What follows belongs to an exercise in optimizing a design on an open flow for small area, a short achievable clock period and few clock cycles; a production flow would make more cautious choices.
In this exercise RTL edits were held to simulation tests only and were not proved equivalent to the original.
Power and IR drop assume default switching activity.

==> inputs of exp/nickel <==
// cpu_and_device_burst_scheduler_core
module cpu_and_device_burst_scheduler_core #(
  parameter int PROC_SLOTS      = 16,
  parameter int BURSTS_PER_PROC = 8,
  parameter int MAX_TICKS       = 1024
) (
  input  logic      clk,
  input  logic      rst,
  input  logic      in_valid,
  output logic      in_ready,
  input  logic [32:0] in_data,
  output logic      out_valid,
  input  logic      out_ready,
  output logic [27:0] out_data,
  input  logic      cfg_write,
  input  logic      cfg_index,
  input  logic [7:0] cfg_data
);
clock: 6.5 ns
lec_check: 0
cap_margin: 20
core_margin: 2
core_utilization: 55
setup_slack_margin: 2.0
slew_margin: 20
run.sh (not shown) runs the stock make flow with config.mk's settings and CLKGATE_MAP_FILE= SYNTH_SCRIPT=/design/flow/synth_recipe.tcl, a recipe that flattens the netlist after the stock synthesis.
==> exp/xenon: changes against exp/nickel <==
--- a/flow/design.v
+++ b/flow/design.v
@@ -160,13 +160,17 @@
   logic [N-1:0][NB-1:0][8:0] bt_q;      
   logic [N-1:0][NB-1:0]      bv_q;      
   logic [N-1:0][NB-1:0]      nx_q;      
   logic [N-1:0][7:0]         tl_q;      
   logic [7:0]                cpu_rem_q, res_rem_q;   
+  logic [N-1:0]              otl_q;     
+  logic [N-1:0]              nbk_q;     
   logic [N-1:0]              qr_q, qs_q, arrv_q, cpu_h_q, res_h_q;
   logic [N-1:0]              ld_q;      
   logic [N-1:0]              more_q;    
+  logic [N-1:0]              lar_q, las_q;        
+  logic                      ar_ne_q, as_ne_q;    
   logic [NA-1:0]             age_q;
   logic                      cpu_v_q, res_v_q, pend_q, ovf_q, pol_q, out_valid_q;
   logic [4:0]                L_q;
   logic [N-1:0]              fin_q;
   logic [10:0]               T_q;
@@ -180,23 +184,30 @@
   assign accept  = in_valid && in_ready;
   assign is_add  = accept && in_op == OP_ADD;
   assign is_app  = accept && in_op == OP_BURST;
   assign is_tick = accept && in_op == OP_TICK;
   assign add_ok  = is_add && !L_q[4];
-  logic [N-1:0]      loaded, more, more2, one_tl, nb_one, empty, k0;
+  logic pre_add, pre_app;
+  assign pre_add = in_valid && in_op == OP_ADD && !L_q[4];
+  assign pre_app = in_valid && in_op == OP_BURST;
+  logic [N-1:0]      loaded, more, more2, one_tl, nb_one, empty, k0, nbk2;
   logic [N-1:0][8:0] nb;
   always_comb begin
     for (int i = 0; i < N; i++) begin
       loaded[i] = ld_q[i];
       more[i]   = more_q[i];
       nb[i]     = '0;
       for (int k = 0; k < NB; k++) begin
         if (nx_q[i][k]) nb[i] = nb[i] | bt_q[i][k];
       end
       nb_one[i] = nb[i][7:0] == 8'd0;
+      nbk2[i]   = 1'b0;
+      for (int k = 1; k < NB; k++) begin
+        if (nx_q[i][k-1]) nbk2[i] = nbk2[i] | bt_q[i][k][8];
+      end
       more2[i]  = |({nx_q[i][NB-2:0], 1'b0} & bv_q[i]);
-      one_tl[i] = tl_q[i] == 8'd0;
+      one_tl[i] = otl_q[i];
       empty[i]  = !bv_q[i][0];
       k0[i]     = bt_q[i][0][8];
     end
   end
   logic [N-1:0] hr, hs;
@@ -219,27 +230,21 @@
   logic [N-1:0] a_e, a_s, a_r, las, lar;
   always_comb begin
     a_e = arrv_q & empty;
     a_s = arrv_q & ~empty & k0;
     a_r = arrv_q & ~empty & ~k0;
-    for (int i = 0; i < N; i++) begin
-      las[i] = a_s[i];
-      lar[i] = a_r[i];
-      for (int j = 0; j < i; j++) begin
-        if (a_s[j]) las[i] = 1'b0;
-        if (a_r[j]) lar[i] = 1'b0;
-      end
-    end
+    las = las_q;
+    lar = lar_q;
   end
   logic [N-1:0] r, nbk;
   logic         qs_ne, r_run, r_end, r_more, r_nb_one, r_kind, r_push, r_fin, r_pc, r_ps;
   logic [8:0]   r_nb;
   always_comb begin
-    for (int i = 0; i < N; i++) nbk[i] = nb[i][8];
+    nbk = nbk_q;
     qs_ne = |qs_q;
     r     = res_v_q ? res_h_q : (qs_ne ? hs : las);
-    r_run = res_v_q || qs_ne || (|a_s);
+    r_run = res_v_q || qs_ne || as_ne_q;
     if (res_v_q) begin
       r_end    = res_rem_q == 8'd1;
       r_more   = |(res_h_q & more);
       r_nb_one = |(res_h_q & nb_one);
       r_kind   = |(res_h_q & nbk);
@@ -270,11 +275,11 @@
     slice_inc = (slice_q == SLICE_SAT) ? slice_q : slice_q + 8'd1;
     do_pop    = pol_q ? (!cpu_v_q || slice_out) : !cpu_v_q;
     preempt   = pol_q && cpu_v_q && slice_out;
     pc_vec    = preempt ? cpu_h_q : '0;
     qr_ne     = |qr_q;
-    ar_ne     = |a_r;
+    ar_ne     = ar_ne_q;
     pick_q    = !pend_q && do_pop && qr_ne;
     pick_a    = !pend_q && do_pop && !qr_ne && ar_ne;
     h_nr      = pick_q ? hr : pick_a ? lar : cpu_h_q;
     if (pick_q) begin
       c_end_nr  = |(hr & one_tl);
@@ -353,10 +358,54 @@
       qr_n = qr_q | (e_kind ? '0 : e_vec);
       qs_n = qs_q | (e_kind ? e_vec : '0);
     end
     p_late = p_r | p_c | e_vec;
   end
+  logic [N-1:0] tw1, tw2, tw3;
+  logic [7:0]   tw_bus1, tw_bus3;
+  logic         tw_one1, tw_one2, tw_one3, c_nb_one;
+  always_comb begin
+    tw_bus1 = tick_go ? r_nb[7:0] : in_lenm1;
+    tw_bus3 = cpu_rem_q - 8'd1;
+    c_nb_one = |(h_nr & nb_one);
+    tw_one1 = tick_go ? r_nb_one : (in_lenm1 == 8'd0);
+    tw_one2 = c_nb_one;
+    tw_one3 = cpu_rem_q == 8'd1;
+    for (int i = 0; i < N; i++) begin
+      tw1[i] = (pre_app && in_slot == 4'(i) && loaded[i] && empty[i]) ||
+               (tick_go && r[i] && r_push);
+      tw2[i] = (tick_go && h_nr[i] && e_tick) || (pend_q && cpu_h_q[i] && c_more_nr);
+      tw3[i] = tick_go && preempt && cpu_h_q[i] && !tw2[i];
+    end
+  end
+  logic [N-1:0] arrv_n, ne_n, k0_n, as_n, ar_n, las_n, lar_n;
+  always_comb begin
+    for (int i = 0; i < N; i++) begin
+      arrv_n[i] = arrv_q[i];
+      ne_n[i]   = !empty[i];
+      k0_n[i]   = k0[i];
+      if (tick_go) arrv_n[i] = loaded[i] && ({1'b0, arr_q[i]} == T_q + 11'd1);
+      else if (add_ok && L_q[3:0] == 4'(i)) begin
+        arrv_n[i] = {1'b0, in_arr} == T_q;
+        ne_n[i]   = 1'b0;
+      end
+      if (is_app && in_slot == 4'(i) && loaded[i] && empty[i]) begin
+        ne_n[i] = 1'b1;
+        k0_n[i] = in_kind;
+      end
+    end
+    as_n = arrv_n & ne_n & k0_n;
+    ar_n = arrv_n & ne_n & ~k0_n;
+    for (int i = 0; i < N; i++) begin
+      las_n[i] = as_n[i];
+      lar_n[i] = ar_n[i];
+      for (int j = 0; j < i; j++) begin
+        if (as_n[j]) las_n[i] = 1'b0;
+        if (ar_n[j]) lar_n[i] = 1'b0;
+      end
+    end
+  end
   always_ff @(posedge clk) begin
     for (int i = 0; i < N; i++) begin
       for (int j = i + 1; j < N; j++) begin
         if (p_late[j]) begin
           age_q[aidx(i, j)] <= !p_late[i] || (p_r[i] && (p_c[j] || e_vec[j])) ||
@@ -369,42 +418,52 @@
           age_q[aidx(i, j)] <= 1'b0;
         end
       end
     end
     for (int i = 0; i < N; i++) begin
-      if (add_ok && L_q[3:0] == 4'(i)) begin
+      if (pre_add && L_q[3:0] == 4'(i)) begin
         id_q[i]  <= in_pid;
         arr_q[i] <= in_arr;
+      end
+      if (pre_app && in_slot == 4'(i) && loaded[i] && !bv_q[i][NB-1]) begin
+        for (int k = 0; k < NB; k++) begin
+          if (bv_q[i][k] == 1'b0 && (k == 0 || bv_q[i][k-1])) bt_q[i][k] <= {in_kind, in_lenm1};
+        end
+      end
+      if (add_ok && L_q[3:0] == 4'(i)) begin
         bv_q[i]   <= '0;
         nx_q[i]   <= 8'b0000_0010;
         more_q[i] <= 1'b0;
       end
       if (is_app && in_slot == 4'(i) && loaded[i] && !bv_q[i][NB-1]) begin
-        for (int k = 0; k < NB; k++) begin
-          if (bv_q[i][k] == 1'b0 && (k == 0 || bv_q[i][k-1])) bt_q[i][k] <= {in_kind, in_lenm1};
-        end
         bv_q[i]   <= {bv_q[i][NB-2:0], 1'b1};
         more_q[i] <= |(nx_q[i] & {bv_q[i][NB-2:0], 1'b1});
-        if (empty[i]) tl_q[i] <= in_lenm1;
+        for (int k = 0; k < NB; k++) begin
+          if (nx_q[i][k] && bv_q[i][k] == 1'b0 && (k == 0 || bv_q[i][k-1])) nbk_q[i] <= in_kind;
+        end
+      end
+      if (tw1[i] || tw2[i] || tw3[i]) begin
+        tl_q[i] <= ({8{tw1[i]}} & tw_bus1) | ({8{tw2[i]}} & c_nb_nr[7:0]) |
+                   ({8{tw3[i]}} & tw_bus3);
+        otl_q[i] <= (tw1[i] && tw_one1) || (tw2[i] && tw_one2) || (tw3[i] && tw_one3);
       end
       if (tick_go) begin
-        if (preempt && cpu_h_q[i]) tl_q[i] <= cpu_rem_q - 8'd1;
         if (r[i] && r_push) begin
           nx_q[i]   <= {nx_q[i][NB-2:0], 1'b0};
           more_q[i] <= more2[i];
-          tl_q[i]   <= r_nb[7:0];
+          nbk_q[i]  <= nbk2[i];
         end
         if (h_nr[i] && e_tick) begin
           nx_q[i]   <= {nx_q[i][NB-2:0], 1'b0};
           more_q[i] <= more2[i];
-          tl_q[i]   <= c_nb_nr[7:0];
+          nbk_q[i]  <= nbk2[i];
         end
       end
       if (pend_q && cpu_h_q[i] && c_more_nr) begin
         nx_q[i]   <= {nx_q[i][NB-2:0], 1'b0};
         more_q[i] <= more2[i];
-        tl_q[i]   <= c_nb_nr[7:0];
+        nbk_q[i]  <= nbk2[i];
       end
     end
     if (tick_go) begin
       if (res_v_q) res_rem_q <= res_rem_q - 8'd1;
       else         res_rem_q <= tl_r;
@@ -428,10 +487,14 @@
       res_h_q     <= '0;
       pend_q      <= 1'b0;
       qr_q        <= '0;
       qs_q        <= '0;
       arrv_q      <= '0;
+      las_q       <= '0;
+      lar_q       <= '0;
+      as_ne_q     <= 1'b0;
+      ar_ne_q     <= 1'b0;
       out_valid_q <= 1'b0;
     end else begin
       if (cfg_write) begin
         if (cfg_index == REG_POLICY) pol_q   <= cfg_data[0];
         else begin
@@ -443,14 +506,15 @@
         L_q <= L_q + 5'd1;
         for (int i = 0; i < N; i++) if (L_q[3:0] == 4'(i)) ld_q[i] <= 1'b1;
       end
       qr_q <= qr_n;
       qs_q <= qs_n;
-      for (int i = 0; i < N; i++) begin
-        if (tick_go) arrv_q[i] <= loaded[i] && ({1'b0, arr_q[i]} == T_q + 11'd1);
-        else if (add_ok && L_q[3:0] == 4'(i)) arrv_q[i] <= {1'b0, in_arr} == T_q;
-      end
+      arrv_q  <= arrv_n;
+      las_q   <= las_n;
+      lar_q   <= lar_n;
+      as_ne_q <= |as_n;
+      ar_ne_q <= |ar_n;
       if (out_valid_q && out_ready) out_valid_q <= 1'b0;
       pend_q <= 1'b0;
       if (pend_q) begin
         fin_q          <= fin_n;
         out_valid_q    <= 1'b1;
--- a/flow/config.mk
+++ b/flow/config.mk
@@ -6,7 +6,9 @@
 export NUM_CORES = 4
 export LEC_CHECK = 0
 export CAP_MARGIN = 20
 export CORE_MARGIN = 2
 export CORE_UTILIZATION = 55
-export SETUP_SLACK_MARGIN = 2.0
+export CTS_CLUSTER_DIAMETER = 100
+export CTS_CLUSTER_SIZE = 22
+export SETUP_SLACK_MARGIN = 2.3
 export SLEW_MARGIN = 20
==> impl_results.md <==
- Number of distinct library cell variants in the gate-level netlist after synthesis: 98
- Initial antenna violation count: 53
- Clk latency of the worst-skew pair: 0.86 ns
- Count of buffers not belonging to the clock network in the layout: 832
- Final worst-path setup slack: 2.07 ns
- PwrDens: 250 nW/um2
- Detailed-router iteration count before antenna repair: 12
- Power consumed by sequential cells: 16.1 mW
- Resize count post-CTS: 153
- Count of standard-cell rows: 157
- Layout inverter count without the clock tree: 166
- Data required time of the critical path: 7.04 ns
- Run status: finished clean
- Post-Syn Area per Cell: 11.9 um2
That was exp/xenon.
==> impl_results.md <==
- Run status: finished clean
- Data required time of the critical path: 7.37 ns
- Detailed-router iteration count before antenna repair: 14
- Layout inverter count without the clock tree: 183
- Final worst-path setup slack: 1.37 ns
- Largest incremental delay on the critical path: 1.24 ns
- Initial antenna violation count: 64
- Power consumed by sequential cells: 16.6 mW
- Number of distinct library cell variants in the gate-level netlist after synthesis: 89
- PwrDens: 327 nW/um2
- Count of buffers not belonging to the clock network in the layout: 762
- Resize count post-CTS: 130
- Count of standard-cell rows: 156
That was exp/nickel.
Testbench counts of exp/nickel, summed over its fixed seeds: cycles 11,436.
Testbench counts of exp/xenon, summed over its fixed seeds: cycles 11,436.

separate check: timing with driven ports:
In the flow no input, the clock included, has a driving cell. The finished layouts below were timed again as built, in two steps.
Step 1, drivers: a clkbuf_16 drives clk and a buf_2 each remaining input, both assumed.
Step 2, shift: input delay + t, output delay - t, t = (earliest + latest rising clock arrival at the registers) / 2. This alone moves slack from input paths to output paths.
Slacks: ideal ports / drivers / drivers and shift; pairs: ideal ports / drivers.
run | shift t [ns] | setup slack, ns | worst setup path after step 2
exp/nickel | 1.020 | 1.365 / 1.365 / 1.071 | input to register
exp/xenon | 0.920 | 2.073 / 2.073 / 1.303 | input to register
After both steps every run listed still meets setup and hold. For exp/xenon, which loses most, drivers alone change the setup slack by 0.000 ns; drivers and shift together by -0.770 ns.
